From an optimization exercise on the open Yosys and OpenROAD flow, aimed at small area; shortcuts taken in it are not production practice. Function was checked by simulation only, so behaviour that the tests miss may differ from the original.

// regfile_bypass
module regfile_bypass #(
  parameter int DATA_W   = 32,
  parameter int ADDR_W   = 5,
  parameter int NUM_RD   = 4,
  parameter int ZERO_REG = 1
) (
  input  logic                       clk_i,
  input  logic                       rst_n_i,
  input  logic [NUM_RD*ADDR_W-1:0]   rd_addr_i,
  output logic [NUM_RD*DATA_W-1:0]   rd_data_o,
  output logic [NUM_RD-1:0]          rd_busy_o,
  input  logic                       wa_en_i,
  input  logic [ADDR_W-1:0]          wa_addr_i,
  input  logic [DATA_W-1:0]          wa_data_i,
  input  logic                       wb_en_i,
  input  logic [ADDR_W-1:0]          wb_addr_i,
  input  logic [DATA_W-1:0]          wb_data_i,
  input  logic                       rsv_en_i,
  input  logic [ADDR_W-1:0]          rsv_addr_i,
  output logic                       conflict_o
);
==> flow/config.mk <==
export PLATFORM = sky130hd
export DESIGN_NAME = regfile_bypass
export DESIGN_NICKNAME = regfile_bypass
export VERILOG_FILES = /design/flow/design.v
export SDC_FILE = /design/flow/constraint.sdc
export NUM_CORES = 4
export LEC_CHECK = 0
export CAP_MARGIN = 20
export CELL_PAD_IN_SITES_DETAIL_PLACEMENT = 1
export CELL_PAD_IN_SITES_GLOBAL_PLACEMENT = 1
export CORE_MARGIN = 2
export CORE_UTILIZATION = 25
export GPL_ROUTABILITY_DRIVEN = 1
export PLACE_DENSITY = 0.3
export SLEW_MARGIN = 20
export SYNTH_HIERARCHICAL = 1
==> flow/constraint.sdc <==
create_clock -name core_clock -period 10.0 [get_ports {clk_i}]
set_input_delay 2.0000 -clock core_clock [delete_from_list [all_inputs] [get_ports {clk_i}]]
set_output_delay 2.0000 -clock core_clock [all_outputs]
set_load 0.01 [all_outputs]
run.sh (not shown) runs the stock make flow with config.mk's settings and CLKGATE_MAP_FILE= SYNTH_SCRIPT=/design/flow/synth_recipe.tcl, a recipe that flattens the netlist after the stock synthesis.
The starting point went through all stages and came out clean.
Change:
==> flow/config.mk (replaced) <==
export PLATFORM = sky130hd
export DESIGN_NAME = regfile_bypass
export DESIGN_NICKNAME = regfile_bypass
export VERILOG_FILES = /design/flow/design.v
export SDC_FILE = /design/flow/constraint.sdc
export NUM_CORES = 4
export LEC_CHECK = 0
export CAP_MARGIN = 20
export CORE_MARGIN = 2
export CORE_UTILIZATION = 70
export PLACE_DENSITY = 0.8
export SLEW_MARGIN = 20
export SYNTH_HIERARCHICAL = 1
Outcome: The new run stopped in global routing. Synthesized cell count is unchanged. Area after synthesis does not change.
Change:
==> flow/flow/run.sh (new file) <==
#!/bin/bash
# Standard ORFS layout with a leaner clock tree (no dummy loads, larger
# sink clusters) and small port buffers. Each step's full log is under
# orfs/logs/; make's own output goes to flow.log.
set -uo pipefail
export CTS_ARGS="-sink_clustering_enable -repair_clock_nets -dont_use_dummy_load -buf_list sky130_fd_sc_hd__clkbuf_16 -sink_clustering_size 40 -sink_clustering_max_diameter 100"
export BUFFER_PORTS_ARGS="-buffer_cell sky130_fd_sc_hd__buf_2"
bash standard.sh > flow.log 2>&1
rc=$?
tail -40 flow.log
exit $rc
==> flow/standard.sh (new file) <==
#!/bin/bash
# synth_recipe.tcl (not shown) runs the flow's synth.tcl, then flattens the netlist and writes it again
# the make line also repeats each setting of config.mk as NAME=value (left out here)
make -C /OpenROAD-flow-scripts/flow DESIGN_CONFIG=/design/flow/config.mk WORK_HOME=/design/flow/orfs CLKGATE_MAP_FILE= SYNTH_SCRIPT=/design/flow/synth_recipe.tcl "${@:-finish}"
--- a/flow/config.mk
+++ b/flow/config.mk
@@ -7,7 +7,10 @@
 export LEC_CHECK = 0
 export CAP_MARGIN = 20
+export CELL_PAD_IN_SITES_DETAIL_PLACEMENT = 1
+export CELL_PAD_IN_SITES_GLOBAL_PLACEMENT = 1
 export CORE_MARGIN = 2
-export CORE_UTILIZATION = 70
-export PLACE_DENSITY = 0.8
+export CORE_UTILIZATION = 25
+export GPL_ROUTABILITY_DRIVEN = 1
+export PLACE_DENSITY = 0.3
 export SLEW_MARGIN = 20
 export SYNTH_HIERARCHICAL = 1
removed: flow/run.sh
- This time the run went through all stages and came out clean
- synthesized area stays the same
- synthesized cell count stays the same

========
The RTL this note starts from:
==> flow/design.v <==
module regfile_bypass_wsel #(
  parameter int W = 32
) (
  input  logic         sel_b_i,
  input  logic [W-1:0] b_i,
  input  logic         sel_a_i,
  input  logic [W-1:0] a_i,
  input  logic         hold_i,
  input  logic [W-1:0] q_i,
  output logic [W-1:0] d_o
);
  assign d_o = ({W{sel_b_i}} & b_i) | ({W{sel_a_i}} & a_i) | ({W{hold_i}} & q_i);
endmodule
module regfile_bypass_aoi222 #(
  parameter int W = 32
) (
  input  logic         s0_i,
  input  logic [W-1:0] d0_i,
  input  logic         s1_i,
  input  logic [W-1:0] d1_i,
  input  logic         s2_i,
  input  logic [W-1:0] d2_i,
  output logic [W-1:0] y_o
);
  assign y_o = ~(({W{s0_i}} & d0_i) | ({W{s1_i}} & d1_i) | ({W{s2_i}} & d2_i));
endmodule
module regfile_bypass_nand #(
  parameter int W = 32,
  parameter int N = 4
) (
  input  logic [N*W-1:0] a_i,
  output logic [W-1:0]   y_o
);
  always_comb begin
    y_o = '1;
    for (int n = 0; n < N; n++) y_o = y_o & a_i[n*W +: W];
    y_o = ~y_o;
  end
endmodule
module regfile_bypass_or #(
  parameter int W = 32,
  parameter int N = 3
) (
  input  logic [N*W-1:0] a_i,
  output logic [W-1:0]   y_o
);
  always_comb begin
    y_o = '0;
    for (int n = 0; n < N; n++) y_o = y_o | a_i[n*W +: W];
  end
endmodule
module regfile_bypass_rsel #(
  parameter int W = 32,
  parameter int N = 33
) (
  input  logic [N-1:0]   sel_i,
  input  logic [N*W-1:0] src_i,
  output logic [W-1:0]   d_o
);
  localparam int NG  = (N + 2) / 3;         
  localparam int NN  = (NG + 3) / 4;        
  localparam int NP  = NG * 3;
  logic [NP-1:0]   sel;
  logic [NP*W-1:0] src;
  logic [NG*W-1:0] g;
  logic [NN*W-1:0] h;
  assign sel = NP'(sel_i);
  assign src = (NP*W)'(src_i);
  for (genvar j = 0; j < NG; j++) begin : g_aoi
    regfile_bypass_aoi222 #(.W(W)) u_aoi (
      .s0_i(sel[3*j]),   .d0_i(src[(3*j)*W +: W]),
      .s1_i(sel[3*j+1]), .d1_i(src[(3*j+1)*W +: W]),
      .s2_i(sel[3*j+2]), .d2_i(src[(3*j+2)*W +: W]),
      .y_o (g[j*W +: W])
    );
  end
  for (genvar m = 0; m < NN; m++) begin : g_nand
    localparam int LO = 4 * m;
    localparam int CNT = (NG - LO < 4) ? (NG - LO) : 4;
    regfile_bypass_nand #(.W(W), .N(CNT)) u_nand (
      .a_i(g[LO*W +: CNT*W]),
      .y_o(h[m*W +: W])
    );
  end
  regfile_bypass_or #(.W(W), .N(NN)) u_or (
    .a_i(h),
    .y_o(d_o)
  );
endmodule
module regfile_bypass #(
  parameter int DATA_W   = 32,
  parameter int ADDR_W   = 5,
  parameter int NUM_RD   = 4,
  parameter int ZERO_REG = 1
) (
  input  logic                       clk_i,
  input  logic                       rst_n_i,
  input  logic [NUM_RD*ADDR_W-1:0]   rd_addr_i,
  output logic [NUM_RD*DATA_W-1:0]   rd_data_o,
  output logic [NUM_RD-1:0]          rd_busy_o,
  input  logic                       wa_en_i,
  input  logic [ADDR_W-1:0]          wa_addr_i,
  input  logic [DATA_W-1:0]          wa_data_i,
  input  logic                       wb_en_i,
  input  logic [ADDR_W-1:0]          wb_addr_i,
  input  logic [DATA_W-1:0]          wb_data_i,
  input  logic                       rsv_en_i,
  input  logic [ADDR_W-1:0]          rsv_addr_i,
  output logic                       conflict_o
);
  localparam int DEPTH = 1 << ADDR_W;
  localparam int FIRST = (ZERO_REG != 0) ? 1 : 0;
  localparam int NREG  = DEPTH - FIRST;       
  localparam int NSRC  = NREG + 2;            
  logic [DATA_W-1:0] mem_q [DEPTH];
  logic [DEPTH-1:0]  valid_q;
  logic [DEPTH-1:0]  busy_q;
  logic              conflict_q;
  logic wa_ok;
  logic wb_ok;
  logic rsv_ok;
  function automatic logic is_zero(input logic [ADDR_W-1:0] a);
    is_zero = (ZERO_REG != 0) && (a == '0);
  endfunction
  assign wa_ok  = wa_en_i  && !is_zero(wa_addr_i);
  assign wb_ok  = wb_en_i  && !is_zero(wb_addr_i);
  assign rsv_ok = rsv_en_i && !is_zero(rsv_addr_i);
  for (genvar i = 0; i < DEPTH; i++) begin : g_reg
    if (i < FIRST) begin : g_zero
      assign mem_q[i]   = '0;
      assign valid_q[i] = 1'b0;
      assign busy_q[i]  = 1'b0;
    end else begin : g_real
      logic              wa_hit;
      logic              wb_hit;
      logic              rsv_hit;
      logic              wa_sel;
      logic              hold;
      logic [DATA_W-1:0] data_d;
      logic [DATA_W-1:0] data_q;
      logic              valid_r;
      logic              busy_r;
      assign wa_hit  = wa_ok  && (wa_addr_i  == ADDR_W'(i));
      assign wb_hit  = wb_ok  && (wb_addr_i  == ADDR_W'(i));
      assign rsv_hit = rsv_ok && (rsv_addr_i == ADDR_W'(i));
      assign wa_sel  = wa_hit && !wb_hit;
      assign hold    = !(wa_hit || wb_hit);
      regfile_bypass_wsel #(.W(DATA_W)) u_wsel (
        .sel_b_i(wb_hit), .b_i(wb_data_i),
        .sel_a_i(wa_sel), .a_i(wa_data_i),
        .hold_i (hold),   .q_i(data_q),
        .d_o    (data_d)
      );
      always_ff @(posedge clk_i) begin
        data_q <= data_d;
      end
      always_ff @(posedge clk_i or negedge rst_n_i) begin
        if (!rst_n_i) begin
          valid_r <= 1'b0;
          busy_r  <= 1'b0;
        end else begin
          valid_r <= valid_r || !hold;
          busy_r  <= rsv_hit || (busy_r && hold);
        end
      end
      assign mem_q[i]   = data_q;
      assign valid_q[i] = valid_r;
      assign busy_q[i]  = busy_r;
    end
  end
  always_ff @(posedge clk_i or negedge rst_n_i) begin
    if (!rst_n_i) begin
      conflict_q <= 1'b0;
    end else begin
      conflict_q <= wa_ok && wb_ok && (wa_addr_i == wb_addr_i);
    end
  end
  assign conflict_o = conflict_q;
  for (genvar k = 0; k < NUM_RD; k++) begin : g_rd
    logic [ADDR_W-1:0] ra;
    logic              wa_m;
    logic              wb_m;
    logic              rsv_m;
    logic              sel_r;
    logic              busy_en;
    logic [NREG-1:0]   dec;
    logic [NSRC-1:0]   sel;
    logic [NSRC*DATA_W-1:0] src;
    logic [NREG-1:0]   busy_src;
    logic              busy_any;
    assign ra    = rd_addr_i[k*ADDR_W +: ADDR_W];
    assign wa_m  = wa_ok  && (wa_addr_i  == ra);
    assign wb_m  = wb_ok  && (wb_addr_i  == ra);
    assign rsv_m = rsv_ok && (rsv_addr_i == ra);
    assign sel_r = rst_n_i && !wa_m && !wb_m;
    assign busy_en = rst_n_i && !((wa_m || wb_m) && !rsv_m);
    always_comb begin
      for (int i = FIRST; i < DEPTH; i++) begin
        dec[i-FIRST] = (ra == ADDR_W'(i));
        sel[i-FIRST] = sel_r && dec[i-FIRST] && valid_q[i];
        src[(i-FIRST)*DATA_W +: DATA_W] = mem_q[i];
        busy_src[i-FIRST] = busy_q[i];
      end
      sel[NREG]   = rst_n_i && wa_m && !wb_m;
      src[NREG*DATA_W +: DATA_W] = wa_data_i;
      sel[NREG+1] = rst_n_i && wb_m;
      src[(NREG+1)*DATA_W +: DATA_W] = wb_data_i;
    end
    regfile_bypass_rsel #(.W(DATA_W), .N(NSRC)) u_rsel (
      .sel_i(sel), .src_i(src), .d_o(rd_data_o[k*DATA_W +: DATA_W])
    );
    regfile_bypass_rsel #(.W(1), .N(NREG)) u_bsel (
      .sel_i(dec), .src_i(busy_src), .d_o(busy_any)
    );
    assign rd_busy_o[k] = busy_any && busy_en;
  end
endmodule
==> flow/config.mk <==
export PLATFORM = sky130hd
export DESIGN_NAME = regfile_bypass
export DESIGN_NICKNAME = regfile_bypass
export VERILOG_FILES = /design/flow/design.v
export SDC_FILE = /design/flow/constraint.sdc
export NUM_CORES = 4
export LEC_CHECK = 0
export CAP_MARGIN = 20
export CELL_PAD_IN_SITES_DETAIL_PLACEMENT = 1
export CELL_PAD_IN_SITES_GLOBAL_PLACEMENT = 1
export CORE_MARGIN = 2
export CORE_UTILIZATION = 25
export GPL_ROUTABILITY_DRIVEN = 1
export PLACE_DENSITY = 0.3
export SLEW_MARGIN = 20
export SYNTH_HIERARCHICAL = 1
==> flow/constraint.sdc <==
create_clock -name core_clock -period 10.0 [get_ports {clk_i}]
set_input_delay 2.0000 -clock core_clock [delete_from_list [all_inputs] [get_ports {clk_i}]]
set_output_delay 2.0000 -clock core_clock [all_outputs]
set_load 0.01 [all_outputs]
standard.sh (not shown) runs the stock make flow with config.mk's settings and CLKGATE_MAP_FILE= SYNTH_SCRIPT=/design/flow/synth_recipe.tcl, a recipe that flattens the netlist after the stock synthesis.
==> flow/flow/run.sh <==
#!/bin/bash
# Standard ORFS layout with a leaner clock tree (no dummy loads, larger
# sink clusters) and small port buffers. Each step's full log is under
# orfs/logs/; make's own output goes to flow.log.
set -uo pipefail
export CTS_ARGS="-sink_clustering_enable -repair_clock_nets -dont_use_dummy_load -buf_list sky130_fd_sc_hd__clkbuf_16 -sink_clustering_size 20 -sink_clustering_max_diameter 100"
export BUFFER_PORTS_ARGS="-buffer_cell sky130_fd_sc_hd__buf_2"
bash standard.sh > flow.log 2>&1
rc=$?
tail -40 flow.log
exit $rc
Next try:
--- a/flow/config.mk
+++ b/flow/config.mk
@@ -6,11 +6,11 @@
 export NUM_CORES = 4
 export LEC_CHECK = 0
-export CAP_MARGIN = 20
+export CAP_MARGIN = 5
 export CELL_PAD_IN_SITES_DETAIL_PLACEMENT = 1
 export CELL_PAD_IN_SITES_GLOBAL_PLACEMENT = 1
 export CORE_MARGIN = 2
-export CORE_UTILIZATION = 25
+export CORE_UTILIZATION = 30
 export GPL_ROUTABILITY_DRIVEN = 1
-export PLACE_DENSITY = 0.3
-export SLEW_MARGIN = 20
+export PLACE_DENSITY = 0.38
+export SLEW_MARGIN = 5
 export SYNTH_HIERARCHICAL = 1
With this change the flow reached the layout checks and failed them: max-capacitance violations, max-slew violations.
Sequential share of layout area came out higher by 0.80 points.
Routed wire length came out lower by 8.2%.
Via count stays flat.
Non-clock buffer count came out lower by 104.
Global-route usage came out higher by 4.6 points.
Setup slack degrades by 0.16 ns.
Count of clock-buffer cells in the layout came out lower by 8.
Critical path depth came out higher by 1.

## port drivers added, routing unchanged
Ports are ideal in the flow. The routed layouts listed here were re-timed in OpenROAD.
Step 1 assumes that a clkbuf_16 drives the clock port and a buf_2 every other input.
Step 2 also shifts input and output timing later by t, the mid clock arrival at the registers, as if the neighbouring blocks saw the same clock.
a / b / c = ideal / step 1 / step 2; a / b = the first two.
run	t (ns)	setup WS [ns]	worst slew at a driven data input, ns	pins driven straight from the clock port
the first run of note 1	0.928	0.543 / 0.518 / 0.518	0.22	1
the third run of note 1	0.853	0.919 / 0.892 / 0.892	0.18	1
the first run of note 2	0.890	1.009 / 0.983 / 0.983	0.16	1
the second run of note 2	0.840	0.851 / 0.829 / 0.829	0.25	1
For the third run of note 1, which loses most, drivers alone change the setup slack by -0.027 ns; drivers and shift together by -0.027 ns.
